Background: an optimization exercise with open tools, aiming at small area. Do not read the settings as production practice.
Function was checked by simulation only, so behaviour that the tests miss may differ from the original.
No activity file was given, so power comes from the tool's default toggle rates.

==> flow/design.v <==
module pipe_id_regfwd #(
    parameter int XLEN = 32,
    parameter int RA_W = 5,
    parameter int CW   = 8
) (
    input  logic            clock,
    input  logic            resetn,
    input  logic            i_valid,
    input  logic [XLEN-1:0] i_pc4,
    input  logic [RA_W-1:0] i_rs,
    input  logic [RA_W-1:0] i_rt,
    input  logic [RA_W-1:0] i_wr,
    input  logic [15:0]     i_imm,
    input  logic            i_sext,
    input  logic            i_use_rs,
    input  logic            i_use_rt,
    input  logic            i_wreg,
    input  logic            i_m2reg,
    input  logic [2:0]      i_brmode,
    input  logic [CW-1:0]   i_ctrl,
    input  logic            i_flush,
    input  logic [XLEN-1:0] ealu,
    input  logic            m_wreg,
    input  logic            m_m2reg,
    input  logic [RA_W-1:0] m_rn,
    input  logic [XLEN-1:0] malu,
    input  logic [XLEN-1:0] mmo,
    input  logic            w_wreg,
    input  logic [RA_W-1:0] w_rn,
    input  logic [XLEN-1:0] w_data,
    output logic            o_stall,
    output logic            o_redirect,
    output logic [XLEN-1:0] o_target,
    output logic            x_valid,
    output logic            x_wreg,
    output logic            x_m2reg,
    output logic [RA_W-1:0] x_rn,
    output logic [XLEN-1:0] x_a,
    output logic [XLEN-1:0] x_b,
    output logic [XLEN-1:0] x_imm,
    output logic [CW-1:0]   x_ctrl
);
    localparam int NREG = 2**RA_W;
    localparam int NSRC = NREG - 1 + 4;
    localparam logic [2:0] BR_BEQ  = 3'b001;
    localparam logic [2:0] BR_BNE  = 3'b010;
    localparam logic [2:0] BR_BLTZ = 3'b011;
    localparam logic [2:0] BR_BGEZ = 3'b100;
    localparam logic [2:0] BR_JR   = 3'b101;
    logic [XLEN-1:0] rf [1:NREG-1];
    logic [NREG-1:1] rf_vld;
    always_ff @(posedge clock or negedge resetn) begin
        if (!resetn)
            rf_vld <= '0;
        else
            for (int i = 1; i < NREG; i++)
                if (w_wreg && (w_rn == i[RA_W-1:0]))
                    rf_vld[i] <= 1'b1;
    end
    always_ff @(posedge clock) begin
        for (int i = 1; i < NREG; i++)
            if (w_wreg && (w_rn == i[RA_W-1:0]))
                rf[i] <= w_data;
    end
    logic            vld_p1, wreg_p1, m2reg_p1;
    logic [RA_W-1:0] rn_p1;
    logic [XLEN-1:0] a_p1, b_p1;
    logic [16:0]     imm_p1;
    logic [CW-1:0]   ctrl_p1;
    logic ex_ok;
    assign ex_ok = vld_p1 & wreg_p1 & ~m2reg_p1;
    function automatic logic [NSRC-1:0] op_sel(
        input logic [RA_W-1:0] src,
        input logic            ex_ok_f,
        input logic [RA_W-1:0] ex_rn,
        input logic            mem_wr,
        input logic            mem_ld,
        input logic [RA_W-1:0] mem_rn,
        input logic            wb_wr,
        input logic [RA_W-1:0] wb_rn,
        input logic [NREG-1:1] vld
    );
        logic nz, he, hm, hw, fwd;
        logic [NSRC-1:0] s;
        nz  = (src != '0);
        he  = ex_ok_f & (ex_rn == src);
        hm  = mem_wr & (mem_rn == src);
        hw  = wb_wr & (wb_rn == src);
        fwd = he | hm | hw;
        for (int i = 1; i < NREG; i++)
            s[i-1] = ~fwd & vld[i] & (src == i[RA_W-1:0]);
        s[31] = nz & he;
        s[32] = nz & ~he & hm & mem_ld;
        s[33] = nz & ~he & hm & ~mem_ld;
        s[34] = nz & ~he & ~hm & hw;
        op_sel = s;
    endfunction
    logic [NSRC-1:0] sel_a, sel_b;
    assign sel_a = op_sel(i_rs, ex_ok, rn_p1, m_wreg, m_m2reg, m_rn, w_wreg, w_rn, rf_vld);
    assign sel_b = op_sel(i_rt, ex_ok, rn_p1, m_wreg, m_m2reg, m_rn, w_wreg, w_rn, rf_vld);
    logic [XLEN-1:0] a_p0, b_p0;
    for (genvar k = 0; k < XLEN; k++) begin : g_bit
        logic [NSRC-1:0] dk;
        for (genvar i = 1; i < NREG; i++) begin : g_ent
            assign dk[i-1] = rf[i][k];
        end
        assign dk[31] = ealu[k];
        assign dk[32] = mmo[k];
        assign dk[33] = malu[k];
        assign dk[34] = w_data[k];
        sel_or35 u_a (.s(sel_a), .d(dk), .y(a_p0[k]));
        sel_or35 u_b (.s(sel_b), .d(dk), .y(b_p0[k]));
    end
    logic stall_p0;
    assign stall_p0 = i_valid & vld_p1 & m2reg_p1 & wreg_p1 &
                      (rn_p1 != '0) &
                      ((i_use_rs & (rn_p1 == i_rs)) |
                       (i_use_rt & (rn_p1 == i_rt)));
    logic        sx;
    logic [XLEN-1:0] imm_ext, br_tgt;
    logic        cond, jr, take;
    assign sx      = i_sext & i_imm[15];
    assign imm_ext = {{(XLEN-16){sx}}, i_imm};
    assign br_tgt  = i_pc4 + (imm_ext << 2);
    always_comb begin
        cond = 1'b0;
        jr   = 1'b0;
        case (i_brmode)
            BR_BEQ:  cond = (a_p0 == b_p0);
            BR_BNE:  cond = (a_p0 != b_p0);
            BR_BLTZ: cond = a_p0[XLEN-1];
            BR_BGEZ: cond = ~a_p0[XLEN-1];
            BR_JR: begin
                cond = 1'b1;
                jr   = 1'b1;
            end
            default: cond = 1'b0;
        endcase
    end
    assign take = cond & i_valid & ~stall_p0;
    assign o_stall    = stall_p0;
    assign o_redirect = take;
    assign o_target   = !take ? i_pc4 : (jr ? a_p0 : br_tgt);
    logic bubble;
    assign bubble = stall_p0 | i_flush | ~i_valid;
    always_ff @(posedge clock or negedge resetn) begin
        if (!resetn) begin
            vld_p1   <= 1'b0;
            wreg_p1  <= 1'b0;
            m2reg_p1 <= 1'b0;
        end else begin
            vld_p1   <= ~bubble;
            wreg_p1  <= ~bubble & i_wreg;
            m2reg_p1 <= ~bubble & i_m2reg;
        end
    end
    always_ff @(posedge clock) begin
        rn_p1   <= i_wr;
        a_p1    <= a_p0;
        b_p1    <= b_p0;
        imm_p1  <= {sx, i_imm};
        ctrl_p1 <= i_ctrl;
    end
    assign x_valid = vld_p1;
    assign x_wreg  = wreg_p1;
    assign x_m2reg = m2reg_p1;
    assign x_rn    = rn_p1;
    assign x_a     = a_p1;
    assign x_b     = b_p1;
    assign x_imm   = {{(XLEN-16){imm_p1[16]}}, imm_p1[15:0]};
    assign x_ctrl  = ctrl_p1;
endmodule
module sel_or35 (
    input  logic [34:0] s,
    input  logic [34:0] d,
    output logic        y
);
    logic [11:0] n;
    for (genvar j = 0; j < 11; j++) begin : g_aoi
        cell_aoi222 u (.a1(s[3*j]), .a2(d[3*j]), .b1(s[3*j+1]), .b2(d[3*j+1]),
                       .c1(s[3*j+2]), .c2(d[3*j+2]), .y(n[j]));
    end
    cell_aoi22 u_l (.a1(s[33]), .a2(d[33]), .b1(s[34]), .b2(d[34]), .y(n[11]));
    logic [2:0] p;
    cell_nand4 u_n0 (.a(n[0]), .b(n[1]), .c(n[2]),  .d(n[3]),  .y(p[0]));
    cell_nand4 u_n1 (.a(n[4]), .b(n[5]), .c(n[6]),  .d(n[7]),  .y(p[1]));
    cell_nand4 u_n2 (.a(n[8]), .b(n[9]), .c(n[10]), .d(n[11]), .y(p[2]));
    cell_or3 u_o (.a(p[0]), .b(p[1]), .c(p[2]), .y(y));
endmodule
module cell_aoi222 (input logic a1, a2, b1, b2, c1, c2, output logic y);
    assign y = ~((a1 & a2) | (b1 & b2) | (c1 & c2));
endmodule
module cell_aoi22 (input logic a1, a2, b1, b2, output logic y);
    assign y = ~((a1 & a2) | (b1 & b2));
endmodule
module cell_nand4 (input logic a, b, c, d, output logic y);
    assign y = ~(a & b & c & d);
endmodule
module cell_or3 (input logic a, b, c, output logic y);
    assign y = a | b | c;
endmodule
==> flow/flow/run.sh <==
#!/bin/bash
# Own layout flow: the standard synthesis unchanged, then the standard ORFS
# layout with two changes: ports are buffered with buf_1 instead of the
# resizer's default pick, and the clock tree uses small clock buffers without
# dummy loads. Each step's full output goes to a log file in this folder (and
# ORFS keeps its per-stage logs under orfs/logs/).
set -euo pipefail
bash standard.sh synth > synth.log 2>&1
bash standard.sh \
  "BUFFER_PORTS_ARGS=-buffer_cell sky130_fd_sc_hd__buf_1" \
  "CTS_ARGS=-sink_clustering_enable -repair_clock_nets -dont_use_dummy_load -buf_list {sky130_fd_sc_hd__clkbuf_4 sky130_fd_sc_hd__clkbuf_8}" \
  finish > layout.log 2>&1
==> flow/standard.sh <==
#!/bin/bash
# synth_recipe.tcl (not shown) runs the flow's synth.tcl, then flattens the netlist and writes it again
# the make line also repeats each setting of config.mk as NAME=value (left out here)
make -C /OpenROAD-flow-scripts/flow DESIGN_CONFIG=/design/flow/config.mk WORK_HOME=/design/flow/orfs CLKGATE_MAP_FILE= SYNTH_SCRIPT=/design/flow/synth_recipe.tcl "${@:-finish}"
==> flow/config.mk <==
export PLATFORM = sky130hd
export DESIGN_NAME = pipe_id_regfwd
export DESIGN_NICKNAME = pipe_id_regfwd
export VERILOG_FILES = /design/flow/design.v
export SDC_FILE = /design/flow/constraint.sdc
export NUM_CORES = 4
export LEC_CHECK = 0
export CAP_MARGIN = 5
export CORE_MARGIN = 2
export CORE_UTILIZATION = 60
export SETUP_SLACK_MARGIN = 0.1
export SLEW_MARGIN = 5
export SYNTH_HIERARCHICAL = 1
export SYNTH_MINIMUM_KEEP_SIZE = 0
==> flow/constraint.sdc <==
create_clock -name core_clock -period 10.0 [get_ports {clock}]
set_input_delay 2.0000 -clock core_clock [delete_from_list [all_inputs] [get_ports {clock}]]
set_output_delay 2.0000 -clock core_clock [all_outputs]
set_load 0.01 [all_outputs]
==> results of run 1 <==
cell families (layout without fill, tap and decap cells):
logic type / count (synthesis) / count (layout)
other: 0 / 10
and+or+nand+nor: 609 / 609
xor gates and xnor gates: 78 / 78
adders and majority gates: 18 / 18
buffers and inverters: 58 / 770
AOI/OAI and AO/OA: 889 / 889
DFF: 1120 / 1120
muxes: 18 / 18
worst max-delay path by stage:
stage,end,slack (ps),cells after the start
after global routing,o_target[6],80,26
after floorplan,o_target[22],590,17
final,o_target[10],140,25
after detailed placement,o_target[17],-180,22
after global placement,o_target[17],-200,23
after CTS,o_target[17],170,24
Yosys stat by module, one instance, submodules excluded, a selection:
module	flip-flops and latches	copies in the design	cells
cell_aoi22	0	64	1
cell_or3	0	64	1
cell_aoi222	0	704	1
pipe_id_regfwd	1120	1	1766
cell_nand4	0	192	1
routing by layer:
metal,share of wire,wire length (um),vias up,track usage
li1,-,-,14600,-
met1,0.29,58500,18300,0.592
met2,0.41,82100,4732,0.706
met3,0.19,38300,1035,0.218
met4,0.098,19400,20,0.384
met5,0.0011,222,-,0
final cells by class:
cell class / count / area share
diodes: 10 / 0.000468
clock buffers: 172 / 0.0443
inverters: 6 / 0.000421
multi-input cells: 1612 / 0.255
flip-flops and latches: 1120 / 0.608
well taps: 1030 / 0.0241
repair buffers: 592 / 0.0674
cells in the mapped netlist, types with 4 or more instances:
cell and number:
sky130_fd_sc_hd__clkbuf_1 32, sky130_fd_sc_hd__o21a_1 5, sky130_fd_sc_hd__and2_1 9, sky130_fd_sc_hd__nor4_1 16
sky130_fd_sc_hd__o22ai_1 14, sky130_fd_sc_hd__mux2_2 8, sky130_fd_sc_hd__or3_1 69, sky130_fd_sc_hd__a21oi_1 37
sky130_fd_sc_hd__dfxtp_1 94, sky130_fd_sc_hd__a2bb2oi_1 15, sky130_fd_sc_hd__nand3_1 21, sky130_fd_sc_hd__nor3_1 12
sky130_fd_sc_hd__xnor2_1 26, sky130_fd_sc_hd__mux2i_1 10, sky130_fd_sc_hd__nand3b_1 4, sky130_fd_sc_hd__and3_1 76
sky130_fd_sc_hd__buf_4 15, sky130_fd_sc_hd__ha_1 16, sky130_fd_sc_hd__nor2_1 74, sky130_fd_sc_hd__nand2b_1 6
sky130_fd_sc_hd__o21ai_0 24, sky130_fd_sc_hd__or2_2 32, sky130_fd_sc_hd__xor2_1 52, sky130_fd_sc_hd__dfrtp_1 34
sky130_fd_sc_hd__nand2_1 59, sky130_fd_sc_hd__a22oi_2 64, sky130_fd_sc_hd__edfxtp_1 992, sky130_fd_sc_hd__inv_1 4
sky130_fd_sc_hd__nand4_1 198, sky130_fd_sc_hd__a222oi_1 704, sky130_fd_sc_hd__nor2b_1 20
stage by stage:
| stage | instances | utilization | power (W) | hold slack [ps] | TNS (ps) |
|---|---|---|---|---|---|
| floorplan | 2790 | - | 0.00578 | 446 | 0 |
| global placement | 4359 | 0.671 | 0.00639 | 465 | -3290 |
| detailed placement | 4359 | 0.671 | 0.00640 | 467 | -3390 |
| CTS | 4531 | 0.702 | 0.00942 | 480 | 0 |
| global route | 4535 | 0.704 | 0.00970 | 496 | 0 |
| finish | 4542 | 0.704 | 0.00953 | 485 | 0 |
state kept, by name, summed over array words and instances, names as in the netlist:
name,cells
m2reg_p1,1
wreg_p1,1
a_p1,32
rn_p1,5
ctrl_p1,8
b_p1,32
rf_vld,31
rf,992
vld_p1,1
imm_p1,17
where the power goes:
group | switching [W] | internal (W) | leakage (nW)
registers | 0.0000852 | 0.00523 | 10.1
clock network | 0.00161 | 0.00151 | 1.24
logic | 0.000773 | 0.000317 | 5.97
total | 0.00247 | 0.00706 | 17.3
worst max-delay path, stage by stage:
cell                       delay, ps
sky130_fd_sc_hd__buf_1           110
sky130_fd_sc_hd__buf_4           180
sky130_fd_sc_hd__xor2_1          160
sky130_fd_sc_hd__nor4_1          260
sky130_fd_sc_hd__and3_1          230
sky130_fd_sc_hd__nor3_1          110
sky130_fd_sc_hd__nand2b_1        230
sky130_fd_sc_hd__nor2b_1         140
sky130_fd_sc_hd__and3_1          200
sky130_fd_sc_hd__buf_6           230
sky130_fd_sc_hd__a222oi_1        430
sky130_fd_sc_hd__nand4_1         500
sky130_fd_sc_hd__or3_1           690
sky130_fd_sc_hd__xor2_1          240
sky130_fd_sc_hd__nor4_2          360
sky130_fd_sc_hd__nand4_1         150
sky130_fd_sc_hd__buf_4           150
sky130_fd_sc_hd__nor2_1          120
sky130_fd_sc_hd__mux2_2          380
sky130_fd_sc_hd__o21ai_4         160
sky130_fd_sc_hd__buf_12          150
sky130_fd_sc_hd__clkinv_1        100
sky130_fd_sc_hd__buf_12          160
sky130_fd_sc_hd__mux2_2          260
sky130_fd_sc_hd__buf_1           130
repair_timing:
action,in CTS,in global routing
pin swaps,0,19
setup endpoints to repair,33,33
buffers inserted,0,1
resized for setup,3,34
==> impl_metrics.py, run 1 <==
metrics = {
    "final_layout": {
        "fin_nets": 3745,
        "drive_above_1_share": 0.169,
        "total_of_fill_cells_in_the_finished_design": 5133,
        "layout_common_cells": "sky130_fd_sc_hd__edfxtp_1 (992), sky130_fd_sc_hd__a222oi_1 (704), sky130_fd_sc_hd__buf_1 (356), sky130_fd_sc_hd__nand4_1 (198), sky130_fd_sc_hd__buf_4 (177)",
        "area_of_combinational_cells_with_multiple_inputs_um2": 13700,
        "syn2layout_area_growth_pct": 16.2,
        "design_area_um2": 53500,
        "ff_latch_area_um2": 32500,
        "most_frequent_standard_cell_in_the_layout_excluding_fill_and_tap_cells": "sky130_fd_sc_hd__edfxtp_1",
    },
    "clocking": {
        "tritoncts": "built",
        "numClockSinks": 1120,
        "cts-buffers-inserted": 172,
        "max-clock-path-buffers": 3,
        "clk_transition_reported_paths_ps": 60,
        "cts_h_tree_lvls": 4,
        "cts_hold_buffers": 0,
        "root_buffer": "sky130_fd_sc_hd__clkbuf_8",
        "clock_insertion_delay_worst_skew_ps": 860,
    },
    "timing": {
        "drv_slew": 0,
        "timing.max_slew.rel_slack": 0.224,
        "shortest_period_the_worst_path_allows_ps": 9860,
        "hold_viol_final": 0,
        "setup_viol_count_final": 0,
        "achievable-frequency_mhz": 101,
        "unrepaired_setup_endpoints_after_global_routing": "no",
        "timing.final.ws_setup_ps": 142,
        "timing_worst_slew_pin_value_ps": 1160,
        "worst_clock_skew_ps": 85.9,
        "fin_crit_sh": 0.986,
    },
    "setup_path": {
        "timing.rr.start": "rn_p1[4]",
        "cp-start-kind": "primary input",
        "path_class": "primary input to primary output",
        "reg2regPathDepth": 10,
        "crit_start": "i_rt[4]",
        "worst-r2r-setup-slack_ps": 6080,
        "worstPathArrival_ps": 7860,
        "worst-endpoint-required_ps": 8000,
        "timing.critical_path.to_type": "primary output",
        "crit-reg2reg-capture": "b_p1[19]",
        "critical_path_peak_fanout": 28,
    },
    "worst_hold_path": {
        "hold_depth": 1,
        "hold_end": "rf_vld[13]",
        "timing.hold.worst.start": "rf_vld[13]",
        "hold_path_class": "flip-flop to flip-flop",
    },
    "place": {
        "dp_worst_slack_ps": -177,
        "gp_routability_congestion": 1.02,
        "half_perimeter_wire_length_after_detailed_placement_um": 127000,
        "io_buffers": 369,
        "place_area_um2": 51000,
    },
    "drt": {
        "route.detailed.wl_per_inst_um": 43.7,
        "detail_route.vias_per_cell": 8.51,
        "drcViolationCount": 0,
        "routed_wl_um": 199000,
        "antenna_violating_nets_post_route": 0,
        "drt_pre_antenna_iters": 15,
        "number_of_drc_markers_after_the_initial_detailed_route_iteration": 11000,
        "vias": 38600,
    },
    "yosys": {
        "synth_compound_gate_area_share": 0.188,
        "synth.lib_cells_used.distinct": 64,
        "ys_async_rst_share": 0.0304,
        "synth_top_family_by_area": "compound AO/OA/AOI/OAI gates",
        "post_synth_inst_count": 2790,
        "synth_sequential_area_ratio": 0.707,
        "syn-mean-instance-area_um2": 16.5,
        "synth_top_cell_by_area": "sky130_fd_sc_hd__edfxtp_1",
        "synth.top_cells.by_area": "sky130_fd_sc_hd__edfxtp_1 (65%), sky130_fd_sc_hd__a222oi_1 (15%), sky130_fd_sc_hd__dfxtp_1 (4.1%)",
        "syn-num-nets": 3031,
        "synth-warning-count": 8,
        "synth-main-ff-cell": "sky130_fd_sc_hd__edfxtp_1",
        "synth_simple_gate_area_share": 0.0755,
        "synth-seq-cells": 1120,
        "multiplexer_fraction_of_the_synthesized_cell_area": 0.00413,
        "synth-adder-area-share": 0.00500,
        "synth-edff-count": 992,
        "xor_xnor_portion_of_the_synthesized_cell_area": 0.0148,
        "syn-cell-area_um2": 46000,
        "netlist.area_leader.share": 0.647,
    },
    "floorplanning": {
        "io-pin-count": 370,
        "coreArea_um2": 75900,
        "row_count": 101,
        "die_footprint_um2": 78900,
        "die_w_um": 281,
        "floorplan.die.height_um": 281,
        "start_util": 0.606,
    },
    "grt": {
        "largest_net_degree_at_the_start_of_global_routing": 43,
        "first_pass_grt_wire_length_um": 272000,
        "antenna_violations_before_repair": 20,
        "grt_remaining_overflow": 0,
        "grt.total_usage": 0.496,
        "number_of_global_route_vias_before_repair": 37200,
    },
    "job": {
        "cap_viol_max_count": 0,
    },
    "status": {
        "outcome": "timing/DRC/antenna clean",
    },
    "power": {
        "power_density_nw_per_um2": 178,
        "cellLeakagePower_nw": 17.3,
        "worst_vdd_rail_ir_drop_uv": 124,
    },
}
==> run 2, diff against run 1 <==
==> flow/run.sh (new file) <==
#!/bin/bash
# synth_recipe.tcl (not shown) runs the flow's synth.tcl, then flattens the netlist and writes it again
# the make line also repeats each setting of config.mk as NAME=value (left out here)
make -C /OpenROAD-flow-scripts/flow DESIGN_CONFIG=/design/flow/config.mk WORK_HOME=/design/flow/orfs CLKGATE_MAP_FILE= SYNTH_SCRIPT=/design/flow/synth_recipe.tcl finish
==> flow/config.mk (replaced) <==
export PLATFORM = sky130hd
export DESIGN_NAME = pipe_id_regfwd
export DESIGN_NICKNAME = pipe_id_regfwd
export VERILOG_FILES = /design/flow/design.v
export SDC_FILE = /design/flow/constraint.sdc
export NUM_CORES = 4
export LEC_CHECK = 0
export CAP_MARGIN = 20
export CORE_MARGIN = 2
export CORE_UTILIZATION = 40
export SETUP_SLACK_MARGIN = 0.5
export SLEW_MARGIN = 20
export SYNTH_HIERARCHICAL = 1
export SYNTH_MINIMUM_KEEP_SIZE = 0
removed: flow/flow/run.sh
removed: flow/standard.sh
==> run 2 against run 1 <==
  * Clock skew fell by 64 ps
  * Sequential share of layout area shrank 6.8 points
  * Die area rose by 49%
  * Non-clock buffer count increased by 210
  * Sequential power barely moved
  * Wire length up 2.3%
  * Via count shrank 1.4%
  * Critical path type unchanged
  * Critical endpoint is now o_target[0]
  * Largest cell class unchanged
==> impl_metrics.py, run 2 <==
metrics = {
    "setup_path": {
        "worstPathArrival_ps": 7410,
        "worst-endpoint-required_ps": 8000,
        "cp_slowest_stage_delay_ps": 450,
        "crit_start": "m_rn[3]",
        "timing.rr.start": "rn_p1[3]",
        "path_class": "primary input to primary output",
        "critical_path_peak_fanout": 12,
        "cp-start-kind": "primary input",
        "timing.critical_path.to_type": "primary output",
        "worst_path_max_delay_cell": "sky130_fd_sc_hd__or3_1",
    },
    "clocking": {
        "tritoncts": "built",
        "cts_h_tree_lvls": 3,
        "max-clock-path-buffers": 3,
        "cts_hold_buffers": 0,
        "root_buffer": "sky130_fd_sc_hd__clkbuf_16",
        "clk_transition_reported_paths_ps": 50,
        "cts-buffers-inserted": 118,
        "clock_insertion_delay_worst_skew_ps": 730,
        "numClockSinks": 1120,
    },
    "yosys": {
        "synth-seq-cells": 1120,
        "synth-edff-count": 992,
        "synth-warning-count": 8,
        "syn-mean-instance-area_um2": 16.5,
        "syn-cell-area_um2": 46000,
        "syn-num-nets": 3031,
        "synth-main-ff-cell": "sky130_fd_sc_hd__edfxtp_1",
        "synth_most_common_cell": "sky130_fd_sc_hd__edfxtp_1",
        "synth.top_cells.by_count": "sky130_fd_sc_hd__edfxtp_1 (992), sky130_fd_sc_hd__a222oi_1 (704), sky130_fd_sc_hd__nand4_1 (198), sky130_fd_sc_hd__dfxtp_1 (94), sky130_fd_sc_hd__and3_1 (76)",
        "synth_top_cell_by_area": "sky130_fd_sc_hd__edfxtp_1",
        "netlist.area_leader.share": 0.647,
        "synth.lib_cells_used.distinct": 64,
        "synth_sequential_area_ratio": 0.707,
        "ys_async_rst_share": 0.0304,
        "post_synth_inst_count": 2790,
        "synth.top_cells.by_area": "sky130_fd_sc_hd__edfxtp_1 (65%), sky130_fd_sc_hd__a222oi_1 (15%), sky130_fd_sc_hd__dfxtp_1 (4.1%)",
    },
    "power": {
        "worst_vdd_rail_ir_drop_uv": 142,
        "power_density_nw_per_um2": 183,
        "cellLeakagePower_nw": 20.2,
    },
    "job": {
        "cap_viol_max_count": 0,
    },
    "worst_hold_path": {
        "timing.hold.worst.start": "rf_vld[21]",
        "hold_path_class": "flip-flop to flip-flop",
    },
    "final_layout": {
        "fin_nets": 3901,
        "design_area_um2": 60200,
        "top_register": "rf",
        "drive_above_1_share": 0.231,
        "most_frequent_standard_cell_in_the_layout_excluding_fill_and_tap_cells": "sky130_fd_sc_hd__edfxtp_1",
        "layout_common_cells": "sky130_fd_sc_hd__edfxtp_1 (992), sky130_fd_sc_hd__a222oi_1 (704), sky130_fd_sc_hd__buf_4 (335), sky130_fd_sc_hd__clkdlybuf4s50_1 (317), sky130_fd_sc_hd__nand4_1 (198)",
        "syn2layout_area_growth_pct": 30.8,
        "largestRegisters": "rf: 992 flops, a_p1: 32 flops, b_p1: 32 flops",
        "largest_register_ffs": 992,
        "finished_layout_cells": 5277,
    },
    "floorplanning": {
        "coreArea_um2": 114000,
        "start_util": 0.403,
        "row_count": 124,
        "floorplan.die.height_um": 343,
        "die_footprint_um2": 118000,
        "io-pin-count": 370,
        "die_w_um": 343,
    },
    "timing": {
        "unrepaired_setup_endpoints_after_global_routing": "no",
        "fin_crit_sh": 0.941,
        "hold-worst-slack_ps": 477,
        "drv_slew": 0,
        "shortest_period_the_worst_path_allows_ps": 9410,
        "achievable-frequency_mhz": 106,
        "hold_viol_final": 0,
        "timing.setup.tns_ps": 0,
        "timing_worst_slew_pin_value_ps": 1110,
        "worst_clock_skew_ps": 21.7,
        "setup_viol_count_final": 0,
        "timing.max_slew.rel_slack": 0.256,
    },
    "place": {
        "place.detailed.instances": 5033,
        "place_area_um2": 55700,
        "half_perimeter_wire_length_after_detailed_placement_um": 136000,
        "gp_routability_congestion": 0.942,
        "io_buffers": 369,
    },
    "drt": {
        "drcViolationCount": 0,
        "vias": 38100,
        "route.detailed.wl_per_inst_um": 38.5,
        "drt_pre_antenna_iters": 12,
        "number_of_drc_markers_after_the_initial_detailed_route_iteration": 8701,
        "antenna_violating_nets_post_route": 0,
        "routed_wl_um": 203000,
        "detail_route.vias_per_cell": 7.22,
    },
    "grt": {
        "number_of_global_route_vias_before_repair": 36900,
        "grt.total_usage": 0.335,
        "largest_net_degree_at_the_start_of_global_routing": 43,
        "first_pass_grt_wire_length_um": 278000,
        "grt_remaining_overflow": 0,
        "antenna_violations_before_repair": 11,
    },
    "status": {
        "outcome": "timing/DRC/antenna clean",
    },
}
[run 2: per-module statistics from Yosys (local to each module, per instance), excerpt]
module / cells inside / flops+latches / cell area [um2] / copies in the design
cell_aoi222: 1 / 0 / 10.0 / 704
cell_or3: 1 / 0 / 6.26 / 64
pipe_id_regfwd: 1766 / 1120 / 36600 / 1
cell_aoi22: 1 / 0 / 12.5 / 64
cell_nand4: 1 / 0 / 6.26 / 192
[run 2: cell type report]
class / instances / area [um2]
Antenna cell: 4 / 10.0
Sequential cell: 1120 / 32500
Fill cell: 9510 / 54000
Clock inverter: 75 / 698
Multi-Input combinational cell: 1612 / 14000
Timing Repair Buffer: 802 / 7920
Inverter: 6 / 23.8
Tap cell: 1512 / 1890
Clock buffer: 146 / 3150
[run 2: what timing repair did]
action                                  in CTS  in global routing
endpoints found under the setup margin      33                 33
resized for setup                          123                 86
gates cloned                                 1                  0
buffers inserted                            13                  5
pin swaps                                   45                 48
[run 2: layer usage]
| metal | GRT usage | up-vias | wire (um) |
|---|---|---|---|
| li1 | - | 15000 | - |
| met1 | 0.422 | 18900 | 69700 |
| met2 | 0.493 | 3545 | 86300 |
| met3 | 0.135 | 593 | 33700 |
| met4 | 0.182 | 16 | 12800 |
| met5 | 0 | - | 550 |
[run 2: kinds of logic after synthesis]
logic type / after synthesis / synth area share
compound gates: 889 / 0.188
xor+xnor: 78 / 0.0148
fa+ha+maj: 18 / 0.00500
buf+inv: 58 / 0.00617
flops: 1120 / 0.707
mux: 18 / 0.00413
simple gates: 609 / 0.0755
[run 2: per-stage QoR]
step | power (W) | setup WS (ps) | util
after floorplan | 0.00578 | 589 | -
after global placement | 0.00663 | -362 | 0.488
after detailed placement | 0.00663 | -365 | 0.488
after CTS | 0.0110 | 506 | 0.525
after global routing | 0.0112 | 495 | 0.527
final | 0.0110 | 592 | 0.527
[run 2: final timing paths]
check	endpoint	slack, ps	depth (start not counted)
worst max-delay path	o_target[0]	590	25
worst min-delay path	rf_vld[21]	480	1
worst max register to register	a_p1[8]	6370	11
worst min register to register	rf_vld[21]	480	1
max in group asynchronous	rf_vld[1]	7940	1
min in group asynchronous	rf_vld[23]	1440	1
[run 2: worst max-delay path: cells and delay by family]
kind,cells,cell delay (ps)
XOR/XNOR,2,420
AND/OR/NAND/NOR,12,2500
multiplexers,2,650
AO/OA/AOI/OAI,2,520
buffers and inverters,7,1270
[run 2: where the power goes]
part           leakage, nW  switching [W]  internal (W)
Clock                 1.87        0.00193       0.00245
Combinational         8.22       0.000772      0.000545
Sequential            10.1      0.0000711       0.00523

-- afterwards: timing with drivers on the ports --
In the flow no input, the clock included, has a driving cell. The finished layouts below were timed again as built, in two steps. Step 1 sets driving cells, clkbuf_16 on the clock port and buf_2 on the other inputs (assumed; they add their load-dependent delay and slew). Step 2 adds t to the input delays and takes it off the output delays; t is the mean of the earliest and latest rising clock arrival at the registers after step 1. Input paths then give back, and output paths get back, about the clock's delay inside the block. a / b / c = no drivers / after step 1 / after step 2; a / b = the first two.
| run | t, ns | setup WS [ns] | cell pins on the clock port's net |
|---|---|---|---|
| run 1 | 0.885 | 0.142 / 0.117 / 0.117 | 1 |
| run 2 | 0.803 | 0.592 / 0.571 / 0.571 | 1 |
After both steps setup and hold are still met in every run listed. The setup slack of run 1, which loses most, moves by -0.025 ns with the drivers and by -0.025 ns with both steps.
